This is an optimization exercise on Yosys and OpenROAD, whose aim is small area, a short achievable clock period and few clock cycles, not a production implementation. In this exercise RTL edits were held to simulation tests only and were not proved equivalent to the original. Power and IR drop assume default switching activity.

### design/flow/design.v
package mips_pkg;
   localparam int WORD_W = 32;
   localparam logic [5:0] OP_RTYPE = 6'h00;
   localparam logic [5:0] OP_ADDI  = 6'h08;
   localparam logic [5:0] OP_HALT  = 6'h3F;
   localparam logic [5:0] FUNC_ADD = 6'h20;
   typedef logic [WORD_W-1:0] word_t;
   typedef enum logic [2:0] {
      ST_IDLE,
      ST_FETCH,
      ST_DECODE,
      ST_READ,
      ST_EXEC,
      ST_WB,
      ST_DONE
   } state_t;
endpackage
import mips_pkg::*;
module mips_regfile
(
   input  logic            clk,
   input  logic            reset,
   input  logic            we,
   input  logic [4:0]      waddr,
   input  mips_pkg::word_t wdata,
   input  logic [4:0]      raddr_a,
   input  logic [4:0]      raddr_b,
   output mips_pkg::word_t rdata_a,
   output mips_pkg::word_t rdata_b
);
   mips_pkg::word_t regs [1:31];
   logic [31:1] row_we;
   logic [31:1] row_hold;
   logic [31:1] sel_a;
   logic [31:1] sel_b;
   always_comb begin
      for (int i = 1; i < 32; i++) begin
         row_we[i]   = we && (waddr == 5'(i)) && !reset;
         row_hold[i] = !(we && (waddr == 5'(i))) && !reset;
         sel_a[i]    = (raddr_a == 5'(i));
         sel_b[i]    = (raddr_b == 5'(i));
      end
   end
   always_ff @(posedge clk) begin
      for (int i = 1; i < 32; i++)
         regs[i] <= ({32{row_we[i]}} & wdata) | ({32{row_hold[i]}} & regs[i]);
   end
   always_comb begin
      rdata_a = '0;
      rdata_b = '0;
      for (int i = 1; i < 32; i++) begin
         rdata_a = rdata_a | ({32{sel_a[i]}} & regs[i]);
         rdata_b = rdata_b | ({32{sel_b[i]}} & regs[i]);
      end
   end
endmodule
import mips_pkg::*;
module mips_issue_sequencer
#(
   parameter int          IMEM_DEPTH  = 256,
   parameter logic [5:0]  HALT_OPCODE = mips_pkg::OP_HALT,
   localparam int         AW          = $clog2(IMEM_DEPTH)
)(
   input  logic          clk,
   input  logic          reset,
   input  logic          start,
   output logic [AW-1:0] imem_addr,
   input  mips_pkg::word_t         imem_data,
   output mips_pkg::word_t         instruction,
   output mips_pkg::word_t         rs_content,
   output mips_pkg::word_t         rt_content,
   input  mips_pkg::word_t         result,
   output logic          busy,
   output logic          done,
   output logic          wb_en,
   output logic [4:0]    wb_addr,
   output mips_pkg::word_t         wb_data
);
   logic        f_valid;                  
   logic        f_halt;
   logic        f_go;                     
   logic [4:0]  f_rs, f_rt, f_dst;
   logic        f_fwd_a, f_fwd_b;
   logic        e_wv;                     
   logic [4:0]  e_dst;                    
   mips_pkg::word_t rf_a, rf_b;
   assign f_halt = (imem_data[31:26] == HALT_OPCODE);
   assign f_go   = f_valid && !f_halt;
   assign f_rs   = imem_data[25:21];
   assign f_rt   = imem_data[20:16];
   assign f_dst  = (imem_data[31:26] == OP_RTYPE) ? imem_data[15:11] : imem_data[20:16];
   assign f_fwd_a = e_wv && (f_rs == e_dst);
   assign f_fwd_b = e_wv && (f_rt == e_dst);
   mips_regfile u_regfile (
      .clk     (clk),
      .reset   (reset),
      .we      (e_wv),
      .waddr   (e_dst),
      .wdata   (result),
      .raddr_a (f_rs),
      .raddr_b (f_rt),
      .rdata_a (rf_a),
      .rdata_b (rf_b)
   );
   assign wb_data = result;
   assign done    = f_valid && f_halt;
   always_ff @(posedge clk) begin
      if (reset) begin
         busy      <= 1'b0;
         imem_addr <= '0;
         f_valid   <= 1'b0;
         wb_en     <= 1'b0;
         e_wv      <= 1'b0;
      end else begin
         if (!busy) begin
            if (start) begin
               busy      <= 1'b1;
               imem_addr <= AW'(1);
               f_valid   <= 1'b1;
            end
         end else begin
            if (f_go)                   imem_addr <= imem_addr + 1'b1;
            else                        imem_addr <= '0;
            if (done)                   f_valid   <= 1'b0;
            if (done)                   busy      <= 1'b0;
         end
         wb_en <= f_go;
         e_wv  <= f_go && (f_dst != 5'd0);
      end
   end
   always_ff @(posedge clk) begin
      instruction <= imem_data;
      rs_content  <= f_fwd_a ? result : rf_a;
      rt_content  <= f_fwd_b ? result : rf_b;
      wb_addr     <= f_dst;
      e_dst       <= f_dst;
   end
endmodule
### design/flow/run.sh
#!/bin/bash
# synth_recipe.tcl (not shown) runs the flow's synth.tcl, then flattens the netlist and writes it again
# the make line also repeats each setting of config.mk as NAME=value (left out here)
make -C /OpenROAD-flow-scripts/flow DESIGN_CONFIG=/design/flow/config.mk WORK_HOME=/design/flow/orfs CLKGATE_MAP_FILE= SYNTH_SCRIPT=/design/flow/synth_recipe.tcl finish
### design/flow/config.mk
export PLATFORM = sky130hd
export DESIGN_NAME = mips_issue_sequencer
export DESIGN_NICKNAME = mips_issue_sequencer
export VERILOG_FILES = /design/flow/design.v
export SDC_FILE = /design/flow/constraint.sdc
export NUM_CORES = 4
export LEC_CHECK = 0
export CAP_MARGIN = 20
export CORE_MARGIN = 2
export CORE_UTILIZATION = 40
export SLEW_MARGIN = 20
### design/flow/constraint.sdc
create_clock -name core_clock -period 4.0 [get_ports {clk}]
set_input_delay 0.8000 -clock core_clock [delete_from_list [all_inputs] [get_ports {clk}]]
set_output_delay 0.8000 -clock core_clock [all_outputs]
set_load 0.01 [all_outputs]
==> results of run 1 <==
layout by cell type (no fill, tap or decap), drive strengths merged, types with 38 or more instances in the layout:
master,Yosys,final
a21oi,100,100
a221oi,92,92
a22o,1093,1093
a22oi,571,571
buf,229,403
clkbuf,353,155
clkdlybuf4s50,0,199
dfxtp,1105,1105
mux2,49,49
mux2i,83,83
nand2,154,154
nand3,66,66
nand4,99,99
nor2,223,223
nor3,53,53
o21ai,38,38
area by class of cell:
cell class                      instances  area, sq um
Clock inverter                         64        819.5
Sequential cell                      1105        22120
Inverter                                7        26.28
Tap cell                             1524         1907
Timing Repair Buffer                  602         5748
Multi-Input combinational cell       2984        23340
Fill cell                           10710        59040
Antenna cell                           28        70.07
Clock buffer                          155         3292
synth_stat cells, types with 8 or more instances:
master	instances	area, sq um
a2111oi_0	10	87.58
dfxtp_1	1105	22120
nor2_1	204	765.7
o32a_1	25	250.2
and2_1	11	68.82
a22o_1	1093	9573
and3_1	24	150.1
o32ai_1	10	87.58
buf_2	127	635.6
a21oi_1	100	500.5
and4_1	13	113.9
a31oi_1	27	168.9
a222oi_1	9	90.09
nand2_1	153	574.3
nor3b_1	10	75.07
nand2b_1	20	125.1
xor2_1	8	70.07
mux2i_1	83	830.8
clkbuf_1	353	1325
a221oi_1	92	805.8
a32oi_1	28	245.2
nor2b_1	28	175.2
nor4_1	23	143.9
nand3_1	66	330.3
nand4_1	99	619.3
buf_1	41	153.9
o21ai_0	38	190.2
nor3_1	53	265.3
buf_4	60	450.4
mux2_2	48	540.5
a22oi_1	571	4287
nor2_2	19	118.9
o22ai_1	10	62.56
routing by layer:
metal	wire [microns]	GRT usage	vias to the layer above
met3	58430	0.2671	2029
li1	-	-	18890
met2	126100	0.6998	6429
met5	242	0.006002	-
met1	122600	0.6789	25820
met4	33880	0.4207	24
worst max-delay path, cell delays in order:
cell and delay, ns:
buf_2 0.32, buf_4 0.29, or3_1 0.54, nor2_4 0.89, buf_4 0.49, a22oi_1 0.16, nand4_1 0.12, nor4_1 0.08
a21oi_1 0.16
per-stage QoR:
step	utilization	power [W]	cells	cell area, sq um	setup WS, ns
floorplan	-	0.01201	4678	47030	1.464
global placement	0.4558	0.01326	6218	53040	0.2514
detailed placement	0.4563	0.01327	6220	53090	0.2687
CTS	0.4916	0.02481	6439	57200	0.8217
global route	0.4921	0.02538	6443	57260	0.7647
finish	0.4926	0.02513	6469	57320	0.7908
sequential cells by signal, indices dropped and copies added (netlist names):
register / flops
instruction: 32
rs_content: 32
rt_content: 32
e_wv: 1
wb_en: 1
imem_addr: 8
f_valid: 1
busy: 1
e_dst: 5
u_regfile.regs: 992
kinds of logic after synthesis:
logic type,after synthesis,share of synthesized area
buf+inv,589,0.05534
flops,1105,0.4704
compound gates,2074,0.3590
mux,136,0.03139
xor+xnor,10,0.001863
fa+ha+maj,1,0.0002660
simple gates,763,0.08176
where the power goes:
group | total, W | switching (W) | internal [W]
Sequential | 0.0111 | 0.0000555 | 0.0111
Clock | 0.0119 | 0.00507 | 0.00683
Combinational | 0.00212 | 0.00168 | 0.000444
final timing paths:
path,end,depth (start not counted),startpoint
setup / recovery,rt_content[27],9,imem_data[19]
hold / removal,instruction[6],1,imem_data[6]
setup reg to reg,u_regfile.regs[4][3],6,e_wv
hold reg to reg,imem_addr[7],1,imem_addr[7]
==> results.json, run 1 <==
{
  "globalplace.congestion": 1.039,
  "power.ir.vdd_worst_uv": 359.9,
  "postRouteWirelength_mm": 341.2,
  "drt-pass1-iter-count": 10,
  "hold_violations": 0,
  "relSlewSlack": 0.09357,
  "worstPathArrival_ns": 3.91,
  "die_h_microns": 346.9,
  "port_buffers": 210,
  "drt_iter0_markers": 13340,
  "synthFlopType": "dfxtp_1",
  "dieArea_sq_um": 120300,
  "htreeDepth": 3,
  "dpl.hpwl_mm": 202.6,
  "syn_nets": 4746,
  "worst_pin_slew_ns": 1.356,
  "cts-buffers-inserted": 117,
  "antenna_found_initial": 36,
  "syn_avg_cell_area_sq_um": 10.05,
  "initial_core_util": 0.4042,
  "endpoint_kind": "register",
  "powerDensity_nw_per_um2": 438.4,
  "cts_resized": 0,
  "status": "complete, no violations",
  "grt_pass1_vias": 47340,
  "area_delta_synth_final_pct": 21.89,
  "num_vias": 53200,
  "postCtsSetupBuffers": 0,
  "slew_violations": 0,
  "nNetsFinal": 4885,
  "synth_edf_count": 0,
  "fin_setup_tns_ns": 0,
  "criticalPathCategory": "primary input to register",
  "path_max_fanout": 20,
  "rsz0062_at_grt": "no",
  "cp.required_ns": 4.70,
  "insertion_delay_ns": 0.79,
  "num_rows": 125,
  "synth_area_sq_um": 47030,
  "ys_ff_latch": 1105,
  "yosysSeqAreaShare": 0.4704,
  "final_layout_size_suffix_gt1_frac": 0.1641,
  "p_leak_nw": 21.11,
  "crit_path_start_kind": "primary input",
  "finalCritPeriodShare": 0.8023,
  "die_width_microns": 346.9,
  "drcViolationCount": 0,
  "min_period_ns": 3.209,
  "cts_tree": "yes",
  "grt_pass1_wl_mm": 444.2,
  "max_cap_viol_count": 0,
  "setup_violations": 0,
  "wl_per_cell_microns": 52.75,
  "syn-instance-count": 4678,
  "grt_max_degree": 38,
  "via_per_inst": 8.223,
  "path_clk_slew_ns": 0.06,
  "ant_nets": 0,
  "ios": 211,
  "cts_sinks": 1105,
  "hold_slack_ns": 0.4518,
  "max_freq_ghz": 0.3116,
  "hold_path_class": "primary input to register",
  "clock_skew_ns": 0.03715,
  "coreArea_sq_um": 116400,
  "max-clock-path-buffers": 3,
  "synth-async-reset-ratio": 0,
  "reg2reg_slack_ns": 0.80,
  "ys_types": 70,
  "gr-usage-all-layers": 0.5431,
  "overflow": 0,
  "hold_buffers": 0,
  "cts_root_buffer": "clkbuf_16",
  "ys_warn_count": 3
}
Testbench counts, summed over its fixed seeds: cycles 2,770.
==> run 2: changes to the inputs <==
--- a/design/flow/config.mk
+++ b/design/flow/config.mk
@@ -8,4 +8,5 @@
 export CAP_MARGIN = 20
 export CORE_MARGIN = 2
 export CORE_UTILIZATION = 40
+export SETUP_SLACK_MARGIN = 1.8
 export SLEW_MARGIN = 20
==> run 2 against run 1 <==
Register-to-register slack improved by 0.92 ns. Clock skew fell by 0.0057 ns. Count of clock-buffer cells in the layout grew 11. Non-clock buffer count increased by 194. Wire length shrank 1.7%. Sequential power barely moved. Final cell count is 3.2% higher. Combinational power is 8% higher. Final area grew 6.6%. Via count grew 2.2%. Sequential cell count is the same.
==> results.json, run 2 <==
{
  "setup_violations": 0,
  "cp.required_ns": 4.63,
  "max_freq_ghz": 0.4216,
  "powerDensity_nw_per_um2": 427.3,
  "worstPathArrival_ns": 3.00,
  "dpl.hpwl_mm": 201.1,
  "path_max_fanout": 12,
  "hold_buffers": 0,
  "pwr-share-clk": 0.487,
  "grt_pass1_wl_mm": 437.9,
  "slew_violations": 0,
  "cp_top_family": "compound AO/OA/AOI/OAI gates",
  "yosysSeqAreaShare": 0.4704,
  "p_leak_nw": 23.31,
  "p_sw_frac": 0.2621,
  "drt_iter0_markers": 13600,
  "slowest_stage": "a22oi_2",
  "power.ir.vdd_worst_uv": 377.5,
  "rr_worst_depth": 6,
  "die_width_microns": 346.9,
  "gr-usage-all-layers": 0.5303,
  "largest_reg_flops": 992,
  "cts_tree": "yes",
  "synth_edf_count": 0,
  "via_per_inst": 8.147,
  "syn_nets": 4746,
  "synth_area_sq_um": 47030,
  "ys_types": 70,
  "cts_root_buffer": "clkbuf_16",
  "max_stage_delay_ns": 0.66,
  "p_sw_w": 0.006845,
  "synthFlopType": "dfxtp_1",
  "timing.rr.start": "e_dst[2]",
  "wl_per_cell_microns": 50.23,
  "max_cap_viol_count": 0,
  "syn-instance-count": 4678,
  "p_int_w": 0.01927,
  "num_vias": 54390,
  "synth_top_area_cell": "dfxtp_1",
  "antenna_found_initial": 42,
  "num-fill-cells": 10390,
  "hold_path_startpoint": "imem_data[28]",
  "finalCritPeriodShare": 0.5929,
  "hold_end": "instruction[28]",
  "multi_input_area_sq_um": 24100,
  "regToRegEndpoint": "u_regfile.regs[28][2]",
  "final_common_cell": "a22o_1",
  "cts_sinks": 1105,
  "initial_core_util": 0.4042,
  "htreeDepth": 3,
  "final_layout_size_suffix_gt1_frac": 0.2366,
  "reg2reg_slack_ns": 1.72,
  "worst_pin_slew_ns": 1.112,
  "combPwrFrac": 0.088,
  "worstPathCellList": "buf_8 > buf_12 > buf_16 > nor2b_2 > buf_6 > a22oi_2 > o21ai_4 > nor4_4 > a21oi_1",
  "drt-pass1-iter-count": 10,
  "syn_avg_cell_area_sq_um": 10.05,
  "seqPwrFrac": 0.425,
  "rsz0062_at_grt": "yes",
  "ant_nets": 0,
  "num_rows": 125,
  "ys_warn_count": 3,
  "synthTopCellsByCount": "dfxtp_1 (1105), a22o_1 (1093), a22oi_1 (571)",
  "cts-buffers-inserted": 119,
  "path_clk_slew_ns": 0.07,
  "netlist.area_leader.share": 0.4704,
  "dpl_cell_area_sq_um": 53240,
  "synth-async-reset-ratio": 0,
  "endpoint_kind": "register",
  "relSlewSlack": 0.2571,
  "layout_common_cells": "a22o_1 (1093), dfxtp_1 (1075), a22oi_1 (556)",
  "postRouteWirelength_mm": 335.4,
  "nNetsFinal": 5082,
  "drcViolationCount": 0,
  "criticalPathCategory": "primary input to register",
  "grt_pass1_vias": 48400,
  "status": "complete, no violations",
  "clock_skew_ns": 0.03148,
  "area_delta_synth_final_pct": 29.97,
  "insertion_delay_ns": 0.78,
  "top_register": "u_regfile.regs",
  "globalplace.congestion": 1.073,
  "synth_area_leaders": "dfxtp_1 (47%), a22o_1 (20%), a22oi_1 (9.1%), clkbuf_1 (2.8%), mux2i_1 (1.8%)",
  "ios": 211,
  "coreArea_sq_um": 116400,
  "min_period_ns": 2.372,
  "hold_depth": 1,
  "die_h_microns": 346.9,
  "max-clock-path-buffers": 3,
  "hold_violations": 0,
  "overflow": 0,
  "crit_path_start_kind": "primary input",
  "ys_ff_latch": 1105,
  "hold_slack_ns": 0.1424,
  "regArea_sq_um": 22190,
  "final_area_sq_um": 61120,
  "grt_max_degree": 34,
  "dieArea_sq_um": 120300,
  "timing.critical_path.buf_inv": 4,
  "synth_most_common_cell": "dfxtp_1",
  "hold_path_class": "primary input to register",
  "port_buffers": 210,
  "fin_setup_tns_ns": 0
}
## run 2: cell type report
cell class,count,area share
multi-input combinational,2985,0.3942
sequential,1105,0.3630
timing repair buffer,796,0.1367
clock buffer,166,0.05728
tap,1524,0.03120
clock inverter,60,0.01584
antenna,33,0.001351
inverter,7,0.0004299
## run 2: per-layer routing
| layer | vias to the layer above | global-route usage | part of all wire |
|---|---|---|---|
| met3 | 2332 | 0.3060 | 0.19 |
| met1 | 26020 | 0.6377 | 0.34 |
| met2 | 6710 | 0.6757 | 0.37 |
| met5 | - | 0.04202 | 0.0021 |
| li1 | 19290 | - | - |
| met4 | 38 | 0.4113 | 0.10 |
## run 2: power groups by stage
| stage | Clock (W) | Combinational, W | Sequential [W] |
|---|---|---|---|
| after global routing | 0.0131 | 0.00216 | 0.0111 |
| after detailed placement | 0 | 0.00185 | 0.0114 |
| final | 0.0127 | 0.00229 | 0.0111 |
| after floorplan | 0 | 0.000752 | 0.0113 |
| after CTS | 0.0126 | 0.00198 | 0.0111 |
| after global placement | 0 | 0.00183 | 0.0114 |
## run 2: logic make-up after synthesis
group / synth area share
AND/OR/NAND/NOR: 0.08176
adder cells (fa/ha/maj): 0.0002660
buffers and inverters: 0.05534
multiplexers: 0.03139
AO/OA/AOI/OAI: 0.3590
flip-flops: 0.4704
XOR/XNOR: 0.001863
## run 2: worst max path at each step
stage                        startpoint             end  slack, ns  depth (start not counted)
after detailed placement  imem_data[22]  rs_content[17]        0.1                          7
after global routing      imem_data[22]  rs_content[17]       1.66                          9
final                     imem_data[22]  rs_content[17]       1.63                          9
after global placement    imem_data[22]  rs_content[17]       0.06                          7
after CTS                 imem_data[30]            done       1.53                          5
after floorplan           imem_data[16]   rt_content[4]       1.57                          7
## run 2: per-stage QoR
stage                     power, W  setup slack (ns)    util  instances
after floorplan            0.01210             1.569       -       4678
after global placement     0.01319           0.06253  0.4561       6208
after detailed placement   0.01320           0.09667  0.4576       6215
after CTS                  0.02569             1.534  0.5152       6599
after global routing       0.02632             1.664  0.5247       6648
final                      0.02612             1.628  0.5253       6676
## run 2: repair_timing
item	CTS	global route
buffers inserted	154	39
resized for setup	542	197
gates cloned	4	5
endpoints found under the setup margin	1201	631
pin swaps	56	31
## run 2: worst reg2reg max path, stage by stage (launching register included)
cell	delay, ns
dfxtp_4	0.35
buf_6	0.16
nand2_1	0.32
nor3_2	0.14
a21oi_4	0.61
buf_12	0.38
a22o_1	0.27

-- afterwards: timing with drivers on the ports --
The flow's constraints put no driver on any port. The routed layouts listed below were extracted and timed again, unchanged, in two steps. Step 1 (the two cells are an assumption about what drives the block):
set clk [get_ports {clk}]
set_driving_cell -lib_cell sky130_fd_sc_hd__clkbuf_16 $clk
set_driving_cell -lib_cell sky130_fd_sc_hd__buf_2 [delete_from_list [all_inputs] $clk]
Step 2 also shifts input and output timing later by t, the mid clock arrival at the registers, as if the neighbouring blocks saw the same clock. Three values: ideal, step 1, step 2; two values: the first two.
run | t, ns | setup WS [ns] | hold WS [ns] | clock arrival spread, ns | worst slew at a driven data input, ns
run 1 | 0.855 | 0.791 / 0.779 / -0.018 | 0.452 / 0.402 / 0.484 | 0.046 / 0.045 | 0.06
run 2 | 0.839 | 1.628 / 1.498 / 0.659 | 0.142 / 0.119 / 0.465 | 0.036 / 0.035 | 0.36
Met with ideal ports but missed after step 2: setup timing in run 1. For run 2, which loses most, drivers alone change the setup slack by -0.130 ns; drivers and shift together by -0.969 ns.
